From an optimization exercise on the open Yosys and OpenROAD flow, aimed at small area; shortcuts taken in it are not production practice.
The RTL was checked by simulation tests, not by an equivalence proof against the original design.
Power figures rest on the tool's default switching activity, not on a simulated workload. No driver is modelled on the clock port, so clocking that relies on it looks cheaper here than on a real chip.

--- design/flow/flow/run.sh ---
#!/bin/bash
set -euo pipefail
export CTS_ARGS="-sink_clustering_enable -repair_clock_nets -dont_use_dummy_load -sink_clustering_size 24 -sink_clustering_max_diameter 80 -buf_list sky130_fd_sc_hd__clkbuf_16"
export BUFFER_PORTS_ARGS="-buffer_cell sky130_fd_sc_hd__buf_1"
bash standard.sh > standard.log 2>&1
--- design/flow/standard.sh ---
#!/bin/bash
# synth_recipe.tcl (not shown) runs the flow's synth.tcl, then flattens the netlist and writes it again
# the make line also repeats each setting of config.mk as NAME=value (left out here)
make -C /OpenROAD-flow-scripts/flow DESIGN_CONFIG=/design/flow/config.mk WORK_HOME=/design/flow/orfs CLKGATE_MAP_FILE= SYNTH_SCRIPT=/design/flow/synth_recipe.tcl "${@:-finish}"
--- design/flow/constraint.sdc ---
create_clock -name core_clock -period 6.5 [get_ports {clk}]
set_input_delay 1.3000 -clock core_clock [delete_from_list [all_inputs] [get_ports {clk}]]
set_output_delay 1.3000 -clock core_clock [all_outputs]
set_load 0.01 [all_outputs]
--- design/flow/config.mk ---
export PLATFORM = sky130hd
export DESIGN_NAME = fifo_ctl_top
export DESIGN_NICKNAME = fifo_ctl_top
export VERILOG_FILES = /design/flow/design.v
export SDC_FILE = /design/flow/constraint.sdc
export NUM_CORES = 4
export LEC_CHECK = 0
export CAP_MARGIN = 20
export CORE_MARGIN = 2
export CORE_UTILIZATION = 60
export SLEW_MARGIN = 20
--- design/flow/design.v ---
package com_pkg;
    typedef enum logic [1:0] {
        TLP  = 2'b00,                      
        CFG  = 2'b01,                      
        LOOP = 2'b10,                      
        CMD  = 2'b11                       
    } link_type_e;
    localparam logic [7:0] LINK_MAGIC = 8'h77;    
    typedef struct packed {
        logic [1:0] rsvd;                  
        logic       write;                 
        logic       read;                  
    } link_flags_t;
    typedef struct packed {
        logic [31:0] payload;              
        logic [15:0] addr;                 
        link_flags_t flags;                
        logic [1:0]  ctx;                  
        link_type_e  ltype;                
        logic [7:0]  magic;                
    } link_word_t;
    typedef struct packed {
        logic [31:0] data;
        logic        first;
        logic        last;
    } tlp_beat_t;
    typedef struct packed {
        logic [31:0] data;
        logic [1:0]  ctx;
        link_type_e  tag;                  
    } tx_item_t;
endpackage
package ctl_pkg;
    typedef enum logic {
        READ  = 1'b0,
        WRITE = 1'b1
    } cmd_op_e;
    typedef struct packed {
        cmd_op_e     op;
        logic [15:0] addr;                 
        logic [15:0] mask;                 
        logic [15:0] value;
    } ctl_cmd_t;
    localparam int RO_BITS  = 128;
    localparam int RW_BITS  = 128;
    localparam int RO_BYTES = RO_BITS / 8;        
    localparam int RW_BYTES = RW_BITS / 8;        
    localparam logic [15:0] RO_MAGIC = 16'hab89;  
    localparam logic [15:0] RW_MAGIC = 16'hefcd;  
    localparam int RWPOS_SEND_EN = 17;            
    localparam int RWPOS_SEND_CNT = 32;
    localparam int SEND_CNT_BITS  = 16;
    localparam logic [15:0] SEND_ADDR = 16'hfffe;
    localparam int ADDR_RW_BIT = 15;
    localparam int REG_BITS = 16;
    localparam int CMD_BITS = 31;
endpackage
`timescale 1ns/1ns
module sync_fifo #(
    parameter int WIDTH = 32,
    parameter int DEPTH = 16,
    parameter int AFULL = 14,                  
    parameter bit EARLY = 1'b1
) (
    input  logic             clk,
    input  logic             rst,
    input  logic             i_wr,
    input  logic [WIDTH-1:0] i_din,
    input  logic             i_push,
    input  logic             i_rd_en,
    output logic [WIDTH-1:0] o_dout,
    output logic             o_valid,
    output logic             o_afull
);
    localparam int AW = $clog2(DEPTH);
    localparam int CW = $clog2(DEPTH + 1);
    logic [WIDTH-1:0] mem [DEPTH];
    logic [AW-1:0]    wr_ptr, wr_ptr_nx;
    logic [DEPTH-1:0] rd_oh;
    logic [CW-1:0]    count, count_nx;
    logic             do_wr;
    logic             do_rd;
    logic [AW-1:0]    wr_slot;
    logic             wr_ok;
    function automatic logic [AW-1:0] inc(input logic [AW-1:0] p);
        inc = (p == AW'(DEPTH - 1)) ? '0 : p + 1'b1;
    endfunction
    assign do_wr = i_push && (count != CW'(DEPTH));    
    assign do_rd = i_rd_en && o_valid;
    always_comb begin
        o_dout = '0;
        for (int i = 0; i < DEPTH; i++) begin
            if (rd_oh[i]) o_dout = o_dout | mem[i];
        end
    end
    assign o_valid = (count != '0);
    assign o_afull = (count >= CW'(AFULL));
    assign wr_ptr_nx = do_wr ? inc(wr_ptr) : wr_ptr;
    assign count_nx  = count + CW'(do_wr) - CW'(do_rd);
    assign wr_slot = EARLY ? wr_ptr_nx : wr_ptr;
    assign wr_ok   = EARLY ? (count_nx != CW'(DEPTH)) : (count != CW'(DEPTH));
    always_ff @(posedge clk) begin
        for (int i = 0; i < DEPTH; i++) begin
            if (i_wr && wr_ok && wr_slot == AW'(i)) mem[i] <= i_din;
        end
    end
    always_ff @(posedge clk) begin
        if (rst) begin
            wr_ptr <= '0;
            rd_oh  <= DEPTH'(1);
            count  <= '0;
        end else begin
            wr_ptr <= wr_ptr_nx;
            if (do_rd) rd_oh <= {rd_oh[DEPTH-2:0], rd_oh[DEPTH-1]};
            count  <= count_nx;
        end
    end
endmodule
`timescale 1ns/1ns
import com_pkg::*;
import ctl_pkg::*;
module rx_router (
    input  logic                clk,
    input  logic                rst,
    input  com_pkg::link_word_t i_host_word,
    input  logic                i_host_valid,
    output com_pkg::tlp_beat_t  o_tlp_tx,
    output logic                o_tlp_tx_valid,
    output logic [33:0]         o_loop_item,       
    output logic                o_loop_wr,
    output logic [CMD_BITS-1:0] o_cmd,             
    output logic                o_cmd_wr
);
    logic        word_ok;
    logic        cmd_rd;
    logic        cmd_wr_ok;
    logic [33:0] stage;
    logic [15:0] mask;
    logic [15:0] value;
    assign word_ok   = i_host_valid && (i_host_word.magic == LINK_MAGIC);
    assign cmd_rd    = i_host_word.flags.read;
    assign cmd_wr_ok = i_host_word.flags.write && i_host_word.addr[ADDR_RW_BIT];
    always_ff @(posedge clk) begin
        if (rst) begin
            o_tlp_tx_valid <= 1'b0;
            o_loop_wr      <= 1'b0;
            o_cmd_wr       <= 1'b0;
        end else begin
            o_tlp_tx_valid <= word_ok && (i_host_word.ltype == TLP);
            o_loop_wr      <= word_ok && (i_host_word.ltype == LOOP);
            o_cmd_wr       <= word_ok && (i_host_word.ltype == CMD) && (cmd_rd || cmd_wr_ok);
        end
    end
    always_ff @(posedge clk) begin
        stage <= {i_host_word.payload, i_host_word.ctx};
    end
    assign o_tlp_tx    = stage;
    assign o_loop_item = stage;
    assign mask  = (i_host_word.addr[14:4] == 11'd0)
                 ? {i_host_word.payload[7:0], i_host_word.payload[15:8]} : 16'h0000;
    assign value = {i_host_word.payload[23:16], i_host_word.payload[31:24]};
    logic [24:0] groups;
    for (genvar j = 0; j < 5; j++) begin : g_enc
        tri3_enc enc_i (.i_mask (mask[3*j +: 3]), .i_value (value[3*j +: 3]),
                        .o_code (groups[5*j +: 5]));
    end
    always_comb begin
        o_cmd[30:27] = i_host_word.addr[3:0];
        o_cmd[26:25] = {mask[15], value[15]};
        o_cmd[24:0]  = groups;
        if (cmd_rd) begin
            o_cmd[4:0]   = {1'b1, i_host_word.addr[5:4], 2'b01};
            o_cmd[14:5]  = i_host_word.addr[15:6];
        end
    end
endmodule
module tri3_enc (
    input  logic [2:0] i_mask,
    input  logic [2:0] i_value,
    output logic [4:0] o_code
);
    logic [1:0] t2;
    assign t2 = {i_mask[2], i_mask[2] & i_value[2]};
    always_comb begin
        case (i_mask[1:0])
            2'b11:   o_code = {1'b1, i_value[0], i_value[1], t2};
            2'b00:   o_code = {1'b0, t2, 2'b01};
            2'b10:   o_code = {1'b0, 1'b0, i_value[1], t2};
            default: o_code = {1'b0, 1'b1, i_value[0], t2};
        endcase
    end
endmodule
`timescale 1ns/1ns
import com_pkg::*;
import ctl_pkg::*;
module ctl_regfile (
    input  logic                clk,
    input  logic                rst,
    input  logic [CMD_BITS-1:0] i_cmd,
    input  logic                i_cmd_valid,
    input  logic                i_resp_afull,
    output logic                o_cmd_rd_en,
    output logic [20:0]         o_resp,
    output logic                o_resp_wr,
    output logic                o_resp_new          
);
    logic [RW_BITS-1:0]       rw;
    logic                     op_rd;
    logic [3:0]               a;
    logic [15:0]              f_mask;
    logic [15:0]              f_value;
    logic [15:0]              f_addr;
    logic [7:0]               m_par [2];        
    logic [7:0]               d_par [2];
    logic [15:0]              byte_we;
    logic [7:0]               ev_byte [9];      
    logic [7:0]               od_byte [8];
    logic [7:0]               rd_ev;
    logic [7:0]               rd_od;
    logic [3:0]               ra;
    logic                     cmd_read;
    logic                     cmd_write;
    logic                     rd_rw;
    logic [SEND_CNT_BITS-1:0] send_cnt;
    logic                     send_go;
    assign op_rd  = i_cmd[4] && (i_cmd[1:0] == 2'b01);
    assign a      = i_cmd[30:27];
    assign f_addr = {i_cmd[14:5], i_cmd[3:2], i_cmd[30:27]};
    for (genvar j = 0; j < 5; j++) begin : g_dec
        tri3_dec dec_i (.i_code (i_cmd[5*j +: 5]), .o_mask (f_mask[3*j +: 3]),
                        .o_value (f_value[3*j +: 3]));
    end
    assign {f_mask[15], f_value[15]} = i_cmd[26:25];
    assign o_cmd_rd_en = i_cmd_valid && !i_resp_afull;
    assign cmd_read    = o_cmd_rd_en && op_rd;
    assign cmd_write   = o_cmd_rd_en && !op_rd;
    always_comb begin
        for (int i = 0; i < 8; i++) begin
            ev_byte[i] = rw[16*i +: 8];
            od_byte[i] = rw[16*i + 8 +: 8];
        end
        ev_byte[8] = 8'h00;
    end
    assign ra    = f_addr[3:0];
    assign rd_ev = ev_byte[(5'(ra) + 5'd1) >> 1];
    assign rd_od = od_byte[ra[3:1]];
    assign rd_rw    = f_addr[15] && (f_addr[14:4] == 11'd0);
    assign send_cnt = rw[RWPOS_SEND_CNT +: SEND_CNT_BITS];
    assign send_go  = !o_cmd_rd_en && rw[RWPOS_SEND_EN] && (send_cnt != '0) && !i_resp_afull;
    assign o_resp_new = cmd_read || send_go;
    always_comb begin
        o_resp = '0;
        if (send_go) begin
            o_resp[16]   = 1'b1;
            o_resp[15:0] = send_cnt;
        end else if (rd_rw) begin
            o_resp[20]    = 1'b1;
            o_resp[19:16] = ra;
            o_resp[15:0]  = ra[0] ? {rd_od, rd_ev} : {rd_ev, rd_od};
        end else begin
            o_resp[15:0]  = f_addr;
        end
    end
    always_ff @(posedge clk) begin
        if (rst) o_resp_wr <= 1'b0;
        else     o_resp_wr <= o_resp_new;
    end
    assign m_par[0] = a[0] ? f_mask[15:8]  : f_mask[7:0];
    assign m_par[1] = a[0] ? f_mask[7:0]   : f_mask[15:8];
    assign d_par[0] = a[0] ? f_value[15:8] : f_value[7:0];
    assign d_par[1] = a[0] ? f_value[7:0]  : f_value[15:8];
    always_comb begin
        for (int b = 0; b < 16; b++)
            byte_we[b] = cmd_write && ((a == 4'(b)) || (b > 0 && a == 4'(b - 1)));
    end
    logic [7:0]  set_par [2];
    logic [7:0]  clr_par [2];
    logic [15:0] byte_hit;
    logic [RW_BITS-1:0] rw_init;
    logic [RW_BITS-1:0] rw_nx;
    assign rw_init = {64'h0, 32'(RW_BYTES), 16'h0000, RW_MAGIC};
    always_comb begin
        for (int p = 0; p < 2; p++) begin
            set_par[p] = m_par[p] & d_par[p] & {8{!rst}};
            clr_par[p] = (m_par[p] & ~d_par[p]) | {8{rst}};
        end
        for (int b = 0; b < 16; b++) byte_hit[b] = byte_we[b] || rst;
        for (int b = 0; b < 16; b++) begin
            for (int k = 0; k < 8; k++) begin
                rw_nx[8*b + k] = (byte_hit[b] && set_par[b % 2][k])
                              || (rw[8*b + k] && !(byte_hit[b] && clr_par[b % 2][k]))
                              || (rst && rw_init[8*b + k]);
            end
        end
        if (send_go && !rst) rw_nx[RWPOS_SEND_CNT +: SEND_CNT_BITS] = send_cnt - 1'b1;
    end
    always_ff @(posedge clk) rw <= rw_nx;
endmodule
module tri3_dec (
    input  logic [4:0] i_code,
    output logic [2:0] o_mask,
    output logic [2:0] o_value
);
    logic t2_high;                             
    assign t2_high = !i_code[4] && (i_code[1:0] == 2'b01);
    assign o_mask[0]  = i_code[4] || (!t2_high && i_code[3]);
    assign o_value[0] = i_code[4] ? i_code[3] : i_code[2];
    assign o_mask[1]  = i_code[4] || (!t2_high && !i_code[3]);
    assign o_value[1] = i_code[2];
    assign o_mask[2]  = t2_high ? i_code[3] : i_code[1];
    assign o_value[2] = t2_high ? i_code[2] : i_code[0];
endmodule
`timescale 1ns/1ns
import com_pkg::*;
module tx_mux #(
    parameter logic [7:0]  DEVICE_ID     = 8'h00,
    parameter logic [7:0]  VERSION_MAJOR = 8'h00,
    parameter logic [7:0]  VERSION_MINOR = 8'h00,
    parameter logic [31:0] CUSTOM_VALUE  = 32'h0000_0000
) (
    input  logic                clk,
    input  logic                rst,
    input  com_pkg::tlp_beat_t  i_tlp,
    input  logic                i_tlp_valid,
    output logic                o_tlp_rd_en,
    input  logic [20:0]         i_resp,
    input  logic                i_resp_valid,
    output logic                o_resp_rd_en,
    input  logic [33:0]         i_loop,            
    input  logic                i_loop_valid,
    output logic                o_loop_rd_en,
    input  logic                i_host_ready,
    output com_pkg::link_word_t o_host_word,
    output logic                o_host_valid
);
    logic        load;
    logic        pick_valid;
    logic [31:0] resp_data;
    logic [7:0]  ro_byte [17];
    logic [15:0] ro_val;
    logic [31:0] w_data;
    logic [1:0]  w_ctx;
    logic [1:0]  w_tag;
    assign load = !o_host_valid || i_host_ready;
    assign o_tlp_rd_en  = load && i_tlp_valid;
    assign o_resp_rd_en = load && !i_tlp_valid && i_resp_valid;
    assign o_loop_rd_en = load && !i_tlp_valid && !i_resp_valid && i_loop_valid;
    assign pick_valid = i_tlp_valid || i_resp_valid || i_loop_valid;
    assign ro_byte[0]  = ctl_pkg::RO_MAGIC[7:0];
    assign ro_byte[1]  = ctl_pkg::RO_MAGIC[15:8];
    assign ro_byte[2]  = 8'h00;
    assign ro_byte[3]  = 8'h00;
    assign ro_byte[4]  = 8'(ctl_pkg::RO_BYTES);
    assign ro_byte[5]  = 8'h00;
    assign ro_byte[6]  = 8'h00;
    assign ro_byte[7]  = 8'h00;
    assign ro_byte[8]  = VERSION_MAJOR;
    assign ro_byte[9]  = VERSION_MINOR;
    assign ro_byte[10] = DEVICE_ID;
    assign ro_byte[11] = 8'h00;
    assign ro_byte[12] = CUSTOM_VALUE[7:0];
    assign ro_byte[13] = CUSTOM_VALUE[15:8];
    assign ro_byte[14] = CUSTOM_VALUE[23:16];
    assign ro_byte[15] = CUSTOM_VALUE[31:24];
    assign ro_byte[16] = 8'h00;
    assign ro_val = (i_resp[15:4] == 12'd0)
                  ? {ro_byte[i_resp[3:0]], ro_byte[5'(i_resp[3:0]) + 5'd1]} : 16'h0000;
    always_comb begin
        if (i_resp[20])      resp_data = {12'h800, i_resp[19:16], i_resp[15:0]};
        else if (i_resp[16]) resp_data = {ctl_pkg::SEND_ADDR, i_resp[15:0]};
        else                 resp_data = {i_resp[15:0], ro_val};
    end
    always_comb begin
        if (i_tlp_valid) begin
            w_data = i_tlp.data;
            w_ctx  = {i_tlp.first, i_tlp.last};
            w_tag  = TLP;
        end else if (i_resp_valid) begin
            w_data = resp_data;
            w_ctx  = 2'b00;
            w_tag  = CMD;
        end else begin
            w_data = i_loop[33:2];
            w_ctx  = i_loop[1:0];
            w_tag  = LOOP;
        end
    end
    always_ff @(posedge clk) begin
        if (rst) begin
            o_host_valid <= 1'b0;
        end else if (load) begin
            o_host_valid <= pick_valid;
        end
    end
    logic [31:0] hw_data;
    logic [1:0]  hw_ctx;
    logic [1:0]  hw_tag;
    always_ff @(posedge clk) begin
        if (load) begin                        
            hw_data <= w_data;
            hw_ctx  <= w_ctx;
            hw_tag  <= w_tag;
        end
    end
    assign o_host_word = {hw_data, 16'h0000, 4'h0, hw_ctx, hw_tag, LINK_MAGIC};
endmodule
`timescale 1ns/1ns
import com_pkg::*;
import ctl_pkg::*;
module fifo_ctl_top #(
    parameter logic [7:0]  DEVICE_ID     = 8'h5a,
    parameter logic [7:0]  VERSION_MAJOR = 8'h02,
    parameter logic [7:0]  VERSION_MINOR = 8'h07,
    parameter logic [31:0] CUSTOM_VALUE  = 32'hc0de_1234,
    parameter int          FIFO_DEPTH    = 16
) (
    input  logic                clk,
    input  logic                rst,
    input  com_pkg::link_word_t i_host_word,      
    input  logic                i_host_valid,
    input  logic                i_host_ready,
    output com_pkg::link_word_t o_host_word,      
    output logic                o_host_valid,
    output com_pkg::tlp_beat_t  o_tlp_tx,         
    output logic                o_tlp_tx_valid,
    input  com_pkg::tlp_beat_t  i_tlp_rx,         
    input  logic                i_tlp_rx_valid,
    output logic                o_tlp_rx_rd_en
);
    logic [33:0] loop_in,  loop_out;
    logic        loop_wr,  loop_valid,  loop_rd;
    logic [CMD_BITS-1:0] cmd_in, cmd_out;
    logic        cmd_wr,   cmd_valid,   cmd_rd;
    logic [20:0] resp_in,  resp_out;
    logic        resp_wr,  resp_valid,  resp_rd,  resp_afull,  resp_new;
    rx_router rx_router_i (
        .clk, .rst, .i_host_word, .i_host_valid, .o_tlp_tx, .o_tlp_tx_valid,
        .o_loop_item (loop_in), .o_loop_wr (loop_wr), .o_cmd (cmd_in), .o_cmd_wr (cmd_wr)
    );
    sync_fifo #(.WIDTH(34), .DEPTH(FIFO_DEPTH), .EARLY(1'b0)) loop_fifo (
        .clk, .rst, .i_wr (1'b1), .i_push (loop_wr), .i_din (loop_in), .i_rd_en (loop_rd),
        .o_dout (loop_out), .o_valid (loop_valid), .o_afull ()
    );
    sync_fifo #(.WIDTH(CMD_BITS), .DEPTH(FIFO_DEPTH), .EARLY(1'b1)) cmd_fifo (
        .clk, .rst, .i_wr (1'b1), .i_push (cmd_wr), .i_din (cmd_in), .i_rd_en (cmd_rd),
        .o_dout (cmd_out), .o_valid (cmd_valid), .o_afull ()
    );
    ctl_regfile ctl_regfile_i (
        .clk, .rst, .i_cmd (cmd_out), .i_cmd_valid (cmd_valid), .i_resp_afull (resp_afull),
        .o_cmd_rd_en (cmd_rd), .o_resp (resp_in), .o_resp_wr (resp_wr),
        .o_resp_new (resp_new)
    );
    sync_fifo #(.WIDTH(21), .DEPTH(FIFO_DEPTH - 1), .EARLY(1'b1)) resp_fifo (
        .clk, .rst, .i_wr (resp_new), .i_push (resp_wr), .i_din (resp_in), .i_rd_en (resp_rd),
        .o_dout (resp_out), .o_valid (resp_valid), .o_afull (resp_afull)
    );
    tx_mux #(
        .DEVICE_ID (DEVICE_ID), .VERSION_MAJOR (VERSION_MAJOR),
        .VERSION_MINOR (VERSION_MINOR), .CUSTOM_VALUE (CUSTOM_VALUE)
    ) tx_mux_i (
        .clk, .rst,
        .i_tlp (i_tlp_rx), .i_tlp_valid (i_tlp_rx_valid), .o_tlp_rd_en (o_tlp_rx_rd_en),
        .i_resp (resp_out), .i_resp_valid (resp_valid), .o_resp_rd_en (resp_rd),
        .i_loop (loop_out), .i_loop_valid (loop_valid), .o_loop_rd_en (loop_rd),
        .i_host_ready, .o_host_word, .o_host_valid
    );
endmodule
==> results of run 1 <==
## final cells by class
| type | instances | area (um^2) | area share |
|---|---|---|---|
| flip-flops and latches | 1631 | 46610 | 0.6812 |
| inverters | 54 | 202.7 | 0.002962 |
| diodes | 4 | 10.01 | 0.0001463 |
| multi-input cells | 2410 | 15930 | 0.2327 |
| clock buffers | 79 | 1977 | 0.02889 |
| repair buffers | 342 | 1961 | 0.02865 |
| well taps | 1391 | 1740 | 0.02543 |
## layer usage
| metal | up-vias | wire [um] |
|---|---|---|
| met3 | 295 | 18740 |
| met5 | - | 28 |
| li1 | 17482 | - |
| met2 | 2258 | 90200 |
| met4 | 4 | 6565 |
| met1 | 20913 | 74360 |
## synth_stat cells (30+ instances only)
cell      count  area, um^2
a221oi_1    167        1463
mux2i_1      98       980.9
a21oi_1     137       685.7
nor3_1       76       380.4
nand3_1      91       455.4
edfxtp_1   1391       41770
o21ai_0     172       860.8
inv_1        50       187.7
nor2_1      266       998.5
a31oi_1      30       187.7
a22oi_1     322        2417
dfxtp_1     240        4805
a22o_1      175        1533
buf_4        33       247.7
nand2_1     356        1336
nand4_1      66       412.9
buf_2        40       200.2
clkbuf_1    184       690.7
## registers in the layout, indices dropped and copies added (netlist names), 5 cells and up
name and cells:
tx_mux_i.hw_data 32, resp_fifo.rd_oh 15, loop_fifo.mem 544, loop_fifo.count 5, loop_fifo.rd_oh 16, cmd_fifo.rd_oh 16
resp_fifo.mem 315, ctl_regfile_i.rw 128, cmd_fifo.mem 496, rx_router_i.stage 34, cmd_fifo.count 5
## worst max-delay path: stages, from the launching register on
cell and delay (ns):
dfxtp_1 0.33, inv_1 0.08, ha_1 0.16, nor4b_1 0.52
nand2b_1 0.74, clkinv_1 0.23, ha_1 0.34, inv_1 0.05
ha_1 0.15, inv_1 0.06, fa_1 0.43, inv_1 0.08
a21oi_1 0.06, nor2_1 0.10, nor2_1 0.06, xnor2_1 0.16
a31oi_1 0.26, nand2_1 0.28, nor2_4 0.79, buf_4 0.34
## logic make-up (layout without fill, tap and decap cells)
group	Yosys count	in the layout	synth area share
flip-flops	1631	1631	0.7325
AND/OR/NAND/NOR	1004	1004	0.07456
buffers and inverters	349	475	0.02513
AO/OA/AOI/OAI	1218	1218	0.1411
other	2	32	0.0001181
multiplexers	109	109	0.01738
XOR/XNOR	20	20	0.002755
adder cells (fa/ha/maj)	31	31	0.006454
## worst max-delay path by stage
stage,from,to,cells after the start
after floorplan,i_host_ready,resp_fifo.mem[10][0],14
after global placement,i_host_ready,resp_fifo.mem[1][14],15
after detailed placement,i_host_ready,resp_fifo.mem[1][12],15
after CTS,cmd_fifo.count[3],cmd_fifo.mem[10][14],19
after global routing,cmd_fifo.count[3],cmd_fifo.mem[10][14],19
final,cmd_fifo.count[3],cmd_fifo.mem[10][14],19
## power groups by stage
stage / clock network, mW / logic [mW] / registers [mW]
detailed placement: 0 / 6.87 / 12.8
floorplan: 0 / 4.24 / 12.7
finish: 5.24 / 7.05 / 12.6
global route: 5.62 / 7.46 / 12.7
CTS: 5.30 / 6.90 / 12.6
global placement: 0 / 6.81 / 12.8
## cells in the final DEF (no fill, tap or decap), types with 16 or more instances in the layout
| cell type | count |
|---|---|
| edfxtp_1 | 1391 |
| nand2_1 | 356 |
| a22oi_1 | 322 |
| nor2_1 | 230 |
| dfxtp_1 | 208 |
| a22o_1 | 175 |
| buf_1 | 171 |
| o21ai_0 | 167 |
| a221oi_1 | 167 |
| buf_4 | 166 |
| a21oi_1 | 131 |
| mux2i_1 | 98 |
| nand3_1 | 90 |
| clkbuf_16 | 79 |
| nor3_1 | 67 |
| nand4_1 | 66 |
| inv_1 | 48 |
| dfxtp_2 | 32 |
| a31oi_1 | 29 |
| o211ai_1 | 28 |
| nor2_4 | 28 |
| ha_1 | 28 |
| conb_1 | 28 |
| a222oi_1 | 21 |
| nand2b_1 | 17 |
| o21ai_1 | 17 |
| and4_1 | 16 |
==> impl_metrics.json, run 1 <==
{
  "outcome": "no timing/DRC/antenna violations",
  "hold_path_depth": 2,
  "drv_cap": 0,
  "grtUsageMet2": 0.5619,
  "portBuffers": 173,
  "placed_cells": 5828,
  "tightest_slew_ns": 1.132,
  "synthCells": 4364,
  "nets": 4652,
  "fp.coreArea_mm2": 0.1053,
  "synth-seq-cells": 1631,
  "use_met3": 0.04848,
  "setup_slack_ns": 0.9683,
  "critPathKind": "reg -> reg",
  "peakVddDrop_mv": 0.2765,
  "critPathRequiredTime_ns": 6.86,
  "cp.arrival_ns": 5.89,
  "finalCritPeriodShare": 0.8510,
  "pwr-share-comb": 0.283,
  "overflow": 0,
  "drive_gt1_frac": 0.08946,
  "grt-busiest-layer": "met2",
  "dominantRegCellSynth": "edfxtp_1",
  "ios": 204,
  "postCtsSetupBuffers": 0,
  "wl_per_cell_um": 32.13,
  "initial_core_util": 0.6040,
  "finish.utilization": 0.6501,
  "numCtsBuffers": 79,
  "postRouteAntennaNets": 0,
  "rsz0062_at_grt": "no",
  "grt_pass1_vias": 38641,
  "clk_pin_slew_ns": 0.09,
  "place_congestion": 0.8960,
  "synth.distinct_cells": 98,
  "rows": 119,
  "synthArstFlopShare": 0,
  "cp_max_fo": 19,
  "post-layout-total-power_mw": 24.89,
  "hold_viol_final": 0,
  "clock_latency_ns": 0.70,
  "yosysWarnings": 17,
  "syn_area_per_cell_um2": 14.57,
  "hold_buffers": 0,
  "min_to": "ctl_regfile_i.rw[69]",
  "r2r_start": "cmd_fifo.count[3]",
  "crit_path_end_kind": "flip-flop",
  "synth.yosys.seq_area_share": 0.7325,
  "grt_first_pass_wirelength_um": 270800,
  "fin_setup_tns_ns": 0,
  "route.vias.total": 40952,
  "worst-r2r-cell-count": 19,
  "clock_skew_ns": 0.06991,
  "use_met1": 0.4967,
  "setup_viol": 0,
  "hpwlAfterDp_um": 113300,
  "grt_usage": 0.3477,
  "rr_endpoint": "cmd_fifo.mem[10][14]",
  "placed_cell_area_mm2": 0.06641,
  "dr.pass1.iters": 7,
  "timing.hold.ws_ns": 0.4662,
  "synth_edf_count": 1391,
  "dieArea_mm2": 0.1086,
  "cts_resized": 0,
  "die_x_um": 329.5,
  "seq_power_share": 0.506,
  "hold_path.class": "reg -> reg",
  "grt_max_degree": 69,
  "drc": 0,
  "n_fill_cell": 7602,
  "finalCriticalPeriod_ns": 5.532,
  "area.growth.synth_to_final_pct": 7.625,
  "syn-cell-area_mm2": 0.06358,
  "drt_iter0_markers": 5406,
  "power.switching_mw": 8.462,
  "cts_buffer_depth": 3,
  "internal_power_mw": 16.43,
  "min_from": "ctl_regfile_i.rw[69]",
  "final_cells": 5911,
  "slew-limit-headroom": 0.2234,
  "antenna_found_initial": 3,
  "r2r_slack_ns": 0.97,
  "cts-root-buf": "clkbuf_16",
  "cts_tree": "yes",
  "die_h_um": 329.5,
  "finalInstanceArea_mm2": 0.06843,
  "clock_sinks": 1631,
  "power_density_mw_per_mm2": 363.7,
  "clockPowerShare": 0.210,
  "viasPerCell": 6.928,
  "finalWirelength_um": 189900,
  "worstSetupStartpointType": "flip-flop",
  "power.share.switching": 0.3400,
  "dpl_worst_slack_ns": 0.8496,
  "fmax_mhz": 180.8,
  "finalMaxSlewViolations": 0,
  "cts_max_level": 3,
  "p_leak_nw": 22.31
}
==> inputs of run 2 (changes only) <==
==> design/flow/flow/run.sh (replaced) <==
#!/bin/bash
set -euo pipefail
export CTS_ARGS="-sink_clustering_enable -repair_clock_nets -dont_use_dummy_load -sink_clustering_size 30 -sink_clustering_max_diameter 85 -buf_list sky130_fd_sc_hd__clkbuf_16"
export BUFFER_PORTS_ARGS="-buffer_cell sky130_fd_sc_hd__buf_1"
bash standard.sh > standard.log 2>&1
--- a/design/flow/config.mk
+++ b/design/flow/config.mk
@@ -8,4 +8,4 @@
 export CAP_MARGIN = 20
 export CORE_MARGIN = 2
-export CORE_UTILIZATION = 60
+export CORE_UTILIZATION = 75
 export SLEW_MARGIN = 20
==> run 2 against run 1 <==
Compared with the run above: still clean; total power fell by 3.2%; clock-buffer cell count fell by 18; sequential power hardly changed; flip-flop and latch count unchanged; hold slack worse by 0.0033 ns; largest power group unchanged.
==> impl_metrics.json, run 2 <==
{
  "outcome": "no timing/DRC/antenna violations",
  "cts_resized": 0,
  "hold_buffers": 0,
  "portBuffers": 173,
  "seq_power_share": 0.523,
  "power_density_mw_per_mm2": 356.5,
  "layout_common_cells": "edfxtp_1, nand2_1, a22oi_1",
  "finalWirelength_um": 178700,
  "die_x_um": 295.2,
  "cts_max_level": 2,
  "placed_cell_area_mm2": 0.06597,
  "internal_power_mw": 15.90,
  "finalCritPeriodShare": 0.8044,
  "cts_buffer_depth": 3,
  "grt_usage": 0.4088,
  "clock_latency_ns": 0.71,
  "critPathRequiredTime_ns": 6.77,
  "clockPowerShare": 0.189,
  "synth.yosys.seq_area_share": 0.7325,
  "die_h_um": 295.2,
  "fin_setup_tns_ns": 0,
  "synth.distinct_cells": 98,
  "syn-cell-area_mm2": 0.06358,
  "hold_path.class": "reg -> reg",
  "critPathKind": "reg -> reg",
  "pwr-share-comb": 0.288,
  "wl_per_cell_um": 31.81,
  "yosysTopAreaCell": "edfxtp_1",
  "crit_buf_inv": 1,
  "rsz0062_at_grt": "no",
  "viasPerCell": 7.400,
  "rows": 106,
  "initial_core_util": 0.7586,
  "topRoutingLayerUsed": "met5",
  "cp_max_fo": 22,
  "cp_cell_sequence": "a22oi_1, nand2_1, nor4_4, inv_2, ha_1, nand2_1, a211oi_1, nor3_1, o22ai_1, a211oi_1, o221a_2, a21oi_1",
  "cpMaxStageDelayCell": "nor4_4",
  "postRouteAntennaNets": 0,
  "hpwlAfterDp_um": 106600,
  "drt_iter0_markers": 6286,
  "grt_first_pass_wirelength_um": 256100,
  "wl_met3_um": 23560,
  "crit_path_end_kind": "flip-flop",
  "numCtsBuffers": 61,
  "wl_met1_um": 61790,
  "cp.arrival_ns": 5.50,
  "dieArea_mm2": 0.08713,
  "area.growth.synth_to_final_pct": 6.252,
  "cts_tree": "yes",
  "tightest_slew_ns": 1.210,
  "critPathTopFamily": "simple AND/OR/NAND/NOR gates",
  "hold_viol_final": 0,
  "final_cells": 5617,
  "p_leak_nw": 22.01,
  "ys_top_cells_by_area": "edfxtp_1, dfxtp_1, a22oi_1",
  "placed_cells": 5551,
  "peakVddDrop_mv": 0.5611,
  "route.vias.total": 41564,
  "top_regs": "loop_fifo.mem x544, cmd_fifo.mem x496, resp_fifo.mem x315",
  "antenna_found_initial": 5,
  "synth_edf_count": 1391,
  "drive_gt1_frac": 0.08283,
  "dr.pass1.iters": 7,
  "clk_pin_slew_ns": 0.11,
  "synthTopCellsByCount": "edfxtp_1, nand2_1, a22oi_1, nor2_1, dfxtp_1",
  "yosysWarnings": 17,
  "max_stage_delay_ns": 0.77,
  "layout_commonest_cell": "edfxtp_1",
  "dominantRegCellSynth": "edfxtp_1",
  "wl_met2_um": 82470,
  "largest-register": "loop_fifo.mem",
  "clock_skew_ns": 0.06943,
  "grt_max_degree": 77,
  "finalMaxSlewViolations": 0,
  "cts-root-buf": "clkbuf_16",
  "finalCriticalPeriod_ns": 5.229,
  "grt_pass1_vias": 39027,
  "syn_area_per_cell_um2": 14.57,
  "fp.coreArea_mm2": 0.08382,
  "postCtsSetupBuffers": 0,
  "finalInstanceArea_mm2": 0.06756,
  "slew-limit-headroom": 0.1847,
  "n_fill_cell": 4616,
  "fmax_mhz": 191.3,
  "place_congestion": 0.9440,
  "drc": 0,
  "power.switching_mw": 8.182,
  "worstSetupStartpointType": "flip-flop",
  "synth.most_common_cell": "edfxtp_1",
  "ios": 204,
  "nets": 4615,
  "synthCells": 4364,
  "synth_top_area_frac": 0.6569,
  "largest_register_ffs": 544,
  "power.share.switching": 0.3397,
  "overflow": 0,
  "synth-seq-cells": 1631,
  "clock_sinks": 1631,
  "setup_viol": 0,
  "drv_cap": 0,
  "synthArstFlopShare": 0,
  "timing.hold.ws_ns": 0.4629
}
[run 2: cell counts after synthesis]
Identical to the previous run, type by type.
[run 2: per-stage QoR]
step,power [mW],utilization,worst slack (ns)
after floorplan,16.96,-,0.05535
after global placement,19.31,0.7868,1.030
after detailed placement,19.47,0.7870,0.9995
after CTS,23.80,0.8052,1.475
after global routing,24.76,0.8059,1.163
final,24.08,0.8060,1.271
[run 2: final timing paths]
check	depth (start not counted)	slack (ns)	end	start
setup reg to reg	12	1.27	resp_fifo.mem[9][5]	cmd_fifo.rd_oh[14]
setup / recovery	12	1.27	resp_fifo.mem[9][5]	cmd_fifo.rd_oh[14]
hold / removal	2	0.46	ctl_regfile_i.rw[69]	ctl_regfile_i.rw[69]
hold reg to reg	2	0.46	ctl_regfile_i.rw[69]	ctl_regfile_i.rw[69]
[run 2: power groups by stage]
stage	clock (mW)	combinational, mW	sequential, mW
after floorplan	0	4.24	12.7
after global placement	0	6.52	12.8
after detailed placement	0	6.65	12.8
after CTS	4.53	6.68	12.6
after global routing	4.83	7.28	12.6
final	4.55	6.93	12.6
[run 2: worst reg2reg max path: stages (launching register included)]
cell and delay, ns:
dfxtp_2 0.54, a22oi_1 0.29, nand2_1 0.13, nor4_4 0.77, inv_2 0.07, ha_1 0.47
nand2_1 0.24, a211oi_1 0.10, nor3_1 0.76, o22ai_1 0.17, a211oi_1 0.64, o221a_2 0.29
a21oi_1 0.31
[run 2: kinds of logic (layout without fill, tap and decap cells)]
| kind of cell | count (synthesis) | after routing | synth area share |
|---|---|---|---|
| adders and majority gates | 31 | 31 | 0.006454 |
| xor gates and xnor gates | 20 | 20 | 0.002755 |
| muxes | 109 | 109 | 0.01738 |
| and+or+nand+nor | 1004 | 1004 | 0.07456 |
| buffers and inverters | 349 | 438 | 0.02513 |
| AOI/OAI and AO/OA | 1218 | 1218 | 0.1411 |
| DFF | 1631 | 1631 | 0.7325 |
| other | 2 | 32 | 0.0001181 |
[run 2: layout make-up]
cell class	instances	area, um^2	share of cell area
diodes	4	10.01	0.0001482
multi-input cells	2410	15940	0.2360
inverters	54	202.7	0.003000
flip-flops and latches	1631	46610	0.6900
repair buffers	323	1843	0.02728
clock buffers	61	1526	0.02259
well taps	1134	1419	0.02100
[run 2: per-layer routing]
layer  up-vias  GRT usage
li1      17407          -
met1     20341     0.5599
met2      3273     0.6409
met3       541    0.07292
met4         2     0.2121
met5         -          0
==> inputs of run 3 (changes only) <==
==> design/flow/flow/run.sh (replaced) <==
#!/bin/bash
set -euo pipefail
export CTS_ARGS="-sink_clustering_enable -repair_clock_nets -dont_use_dummy_load -sink_clustering_size 28 -sink_clustering_max_diameter 75 -buf_list sky130_fd_sc_hd__clkbuf_16"
export BUFFER_PORTS_ARGS="-buffer_cell sky130_fd_sc_hd__buf_1"
bash standard.sh > standard.log 2>&1
--- a/design/flow/config.mk
+++ b/design/flow/config.mk
@@ -8,4 +8,4 @@
 export CAP_MARGIN = 20
 export CORE_MARGIN = 2
-export CORE_UTILIZATION = 75
+export CORE_UTILIZATION = 80
 export SLEW_MARGIN = 20
==> run 3 against run 2 <==
Compared with the run above: still clean; critical path depth is 8 higher; cell count decreased by 1.2%; maximum frequency is 2.5% higher; largest cell class unchanged; largest power group unchanged.
==> impl_metrics.json, run 3 <==
{
  "outcome": "no timing/DRC/antenna violations",
  "syn_area_per_cell_um2": 14.57,
  "worstSetupStartpointType": "flip-flop",
  "dominantRegCellSynth": "edfxtp_1",
  "rsz0062_at_grt": "no",
  "synthTopCellsByCount": "edfxtp_1, nand2_1, a22oi_1, nor2_1, dfxtp_1",
  "top_regs": "loop_fifo.mem x544, cmd_fifo.mem x496, resp_fifo.mem x315",
  "grt_pass1_vias": 41794,
  "use_met3": 0.1123,
  "max_stage_delay_ns": 0.76,
  "synthArstFlopShare": 0,
  "fin_setup_tns_ns": 0,
  "internal_power_mw": 16.17,
  "cpMostUsedCell": "inv_1",
  "fp.coreArea_mm2": 0.07887,
  "cp_cell_sequence": "inv_1, ha_1, nor4b_1, nand2b_1, buf_4, clkinv_1, ha_1, inv_1, ha_1, inv_1, fa_1, inv_1, a21oi_1, nor2_1, nor2_1, xnor2_1, nand3_1, nand3b_1, nor2_4, buf_4",
  "cts_tree": "yes",
  "postCtsSetupBuffers": 0,
  "rows": 103,
  "worst-r2r-cell-count": 20,
  "seq_power_share": 0.511,
  "grt_usage": 0.4584,
  "critPathKind": "reg -> reg",
  "cp_max_fo": 17,
  "critPathRequiredTime_ns": 6.86,
  "overflow": 0,
  "clockPowerShare": 0.201,
  "setup_viol": 0,
  "yosysTopAreaCell": "edfxtp_1",
  "layout_commonest_cell": "edfxtp_1",
  "syn-cell-area_mm2": 0.06358,
  "portBuffers": 173,
  "grt-busiest-layer": "met2",
  "yosysWarnings": 17,
  "viasPerCell": 7.810,
  "nets": 4632,
  "synth_top_area_frac": 0.6569,
  "initial_core_util": 0.8062,
  "grtUsageMet2": 0.7093,
  "tightest_slew_ns": 1.275,
  "crit_start": "cmd_fifo.count[3]",
  "rr_endpoint": "cmd_fifo.mem[9][2]",
  "crit_path_end_kind": "flip-flop",
  "cts-root-buf": "clkbuf_16",
  "drc": 0,
  "cts_max_level": 3,
  "drt_iter0_markers": 8201,
  "synth.distinct_cells": 98,
  "ios": 204,
  "r2r_start": "cmd_fifo.count[3]",
  "postRouteAntennaNets": 0,
  "slew-limit-headroom": 0.1435,
  "drv_cap": 0,
  "min_from": "ctl_regfile_i.rw[5]",
  "ys_top_cells_by_area": "edfxtp_1, dfxtp_1, a22oi_1",
  "die_h_um": 285.9,
  "cp.arrival_ns": 5.46,
  "hold_path_depth": 2,
  "power.switching_mw": 8.493,
  "hpwlAfterDp_um": 110900,
  "die_x_um": 285.9,
  "antenna_found_initial": 4,
  "power_density_mw_per_mm2": 364.1,
  "grt_max_degree": 69,
  "clock_skew_ns": 0.06292,
  "drive_gt1_frac": 0.08452,
  "timing.hold.ws_ns": 0.4752,
  "use_met1": 0.5976,
  "cts_resized": 0,
  "layout_common_cells": "edfxtp_1, nand2_1, a22oi_1",
  "clock_latency_ns": 0.67,
  "route.vias.total": 43356,
  "clock_sinks": 1631,
  "finalWirelength_um": 188500,
  "synth_edf_count": 1391,
  "cts_buffer_depth": 3,
  "peakVddDrop_mv": 0.3211,
  "finalCritPeriodShare": 0.7850,
  "area.growth.synth_to_final_pct": 6.519,
  "fmax_mhz": 196.0,
  "hold_viol_final": 0,
  "synth-seq-cells": 1631,
  "largest-register": "loop_fifo.mem",
  "wl_per_cell_um": 33.96,
  "hold_path.class": "reg -> reg",
  "finalCriticalPeriod_ns": 5.103,
  "synth.most_common_cell": "edfxtp_1",
  "synthCells": 4364,
  "synth.yosys.seq_area_share": 0.7325,
  "dieArea_mm2": 0.08175,
  "finalMaxSlewViolations": 0,
  "min_to": "ctl_regfile_i.rw[5]",
  "power.share.switching": 0.3444,
  "place_congestion": 0.9440,
  "dpl_worst_slack_ns": 0.8961,
  "numCtsBuffers": 70,
  "clk_pin_slew_ns": 0.09,
  "pwr-share-comb": 0.288,
  "r2r_slack_ns": 1.40,
  "largest_register_ffs": 544,
  "cpMaxStageDelayCell": "nor2_4",
  "dr.pass1.iters": 8,
  "hold_buffers": 0,
  "p_leak_nw": 22.16,
  "setup_slack_ns": 1.397,
  "grt_first_pass_wirelength_um": 269800
}
[run 3: cell counts after synthesis]
Identical to the previous run, type by type.
[run 3: through the flow]
step           utilization  total power [mW]  area [um^2]  cells
6_report            0.8587             24.66        67730   5551
5_1_grt             0.8586             25.20        67720   5546
4_1_cts             0.8577             24.22        67650   5545
3_5_place_dp        0.8355             19.49        65900   5475
3_3_place_gp        0.8351             19.23        65870   5475
2_1_floorplan            -             16.96        63690   4390
[run 3: critical path: cells and delay by family, from the launching register on]
kind / cells / cell delay [ns]
AND/OR/NAND/NOR: 7 / 2.24
adder cells (fa/ha/maj): 4 / 1.05
XOR/XNOR: 1 / 0.15
AO/OA/AOI/OAI: 1 / 0.06
buffers and inverters: 7 / 0.98
flip-flops: 1 / 0.33
[run 3: cell type report]
type	count	area, um^2
sequential	1631	46600
multi-input combinational	2410	15970
fill	3525	11140
timing repair buffer	331	1878
clock buffer	70	1752
tap	1050	1314
inverter	54	202.7
antenna	5	12.51
[run 3: cell families (layout without fill, tap and decap cells)]
family                     Yosys count  in the layout  share of synthesized area
DFF                               1631           1631                     0.7325
AOI/OAI and AO/OA                 1218           1218                     0.1411
other                                2             33                  0.0001181
buffers and inverters              349            455                    0.02513
adders and majority gates           31             31                   0.006454
and+or+nand+nor                   1004           1004                    0.07456
muxes                              109            109                    0.01738
xor gates and xnor gates            20             20                   0.002755
[run 3: how the worst max path moves through the flow]
| stage | endpoint | slack, ns | cells after the start |
|---|---|---|---|
| after CTS | resp_fifo.mem[10][1] | 1.49 | 16 |
| after global placement | resp_fifo.mem[10][1] | 1.02 | 14 |
| after detailed placement | resp_fifo.mem[10][1] | 0.90 | 14 |
| final | cmd_fifo.mem[9][2] | 1.40 | 20 |
| after floorplan | resp_fifo.mem[10][0] | 0.06 | 14 |
| after global routing | cmd_fifo.mem[9][2] | 1.22 | 20 |
[run 3: power groups by stage]
stage,combinational [mW],sequential [mW],clock [mW]
finish,7.10,12.6,4.95
global route,7.36,12.7,5.19
detailed placement,6.67,12.8,0
global placement,6.45,12.8,0
CTS,6.75,12.6,4.87
floorplan,4.24,12.7,0
[run 3: layer usage]
metal  wire, um  part of all wire  vias up
li1           -                 -    17432
met1      57790              0.31    20560
met2      85460              0.45     4476
met3      30760              0.16      886
met4      14500             0.077        2
met5         11          0.000058        -

## separate check: timing with driven ports
Ports are ideal in the flow. The routed layouts listed here were re-timed in OpenROAD. Step 1 sets driving cells, clkbuf_16 on the clock port and buf_2 on the other inputs (assumed; they add their load-dependent delay and slew). Step 2 adds t to the input delays and takes it off the output delays; t is the mean of the earliest and latest rising clock arrival at the registers after step 1. Input paths then give back, and output paths get back, about the clock's delay inside the block. a / b / c = ideal ports / drivers / drivers and shift; a / b = the first two.
| run | t (ns) | setup WS [ns] | hold WS [ns] | worst register clock-pin slew, ns |
|---|---|---|---|---|
| run 1 | 0.732 | 0.968 / 0.968 / 0.785 | 0.466 / 0.466 / 0.466 | 0.10 / 0.10 |
| run 2 | 0.752 | 1.271 / 1.271 / 0.917 | 0.463 / 0.463 / 0.463 | 0.12 / 0.12 |
| run 3 | 0.716 | 1.397 / 1.397 / 0.774 | 0.475 / 0.475 / 0.475 | 0.11 / 0.11 |
After both steps setup and hold are still met in every run listed. The setup slack of run 3, which loses most, moves by 0.000 ns with the drivers and by -0.623 ns with both steps.
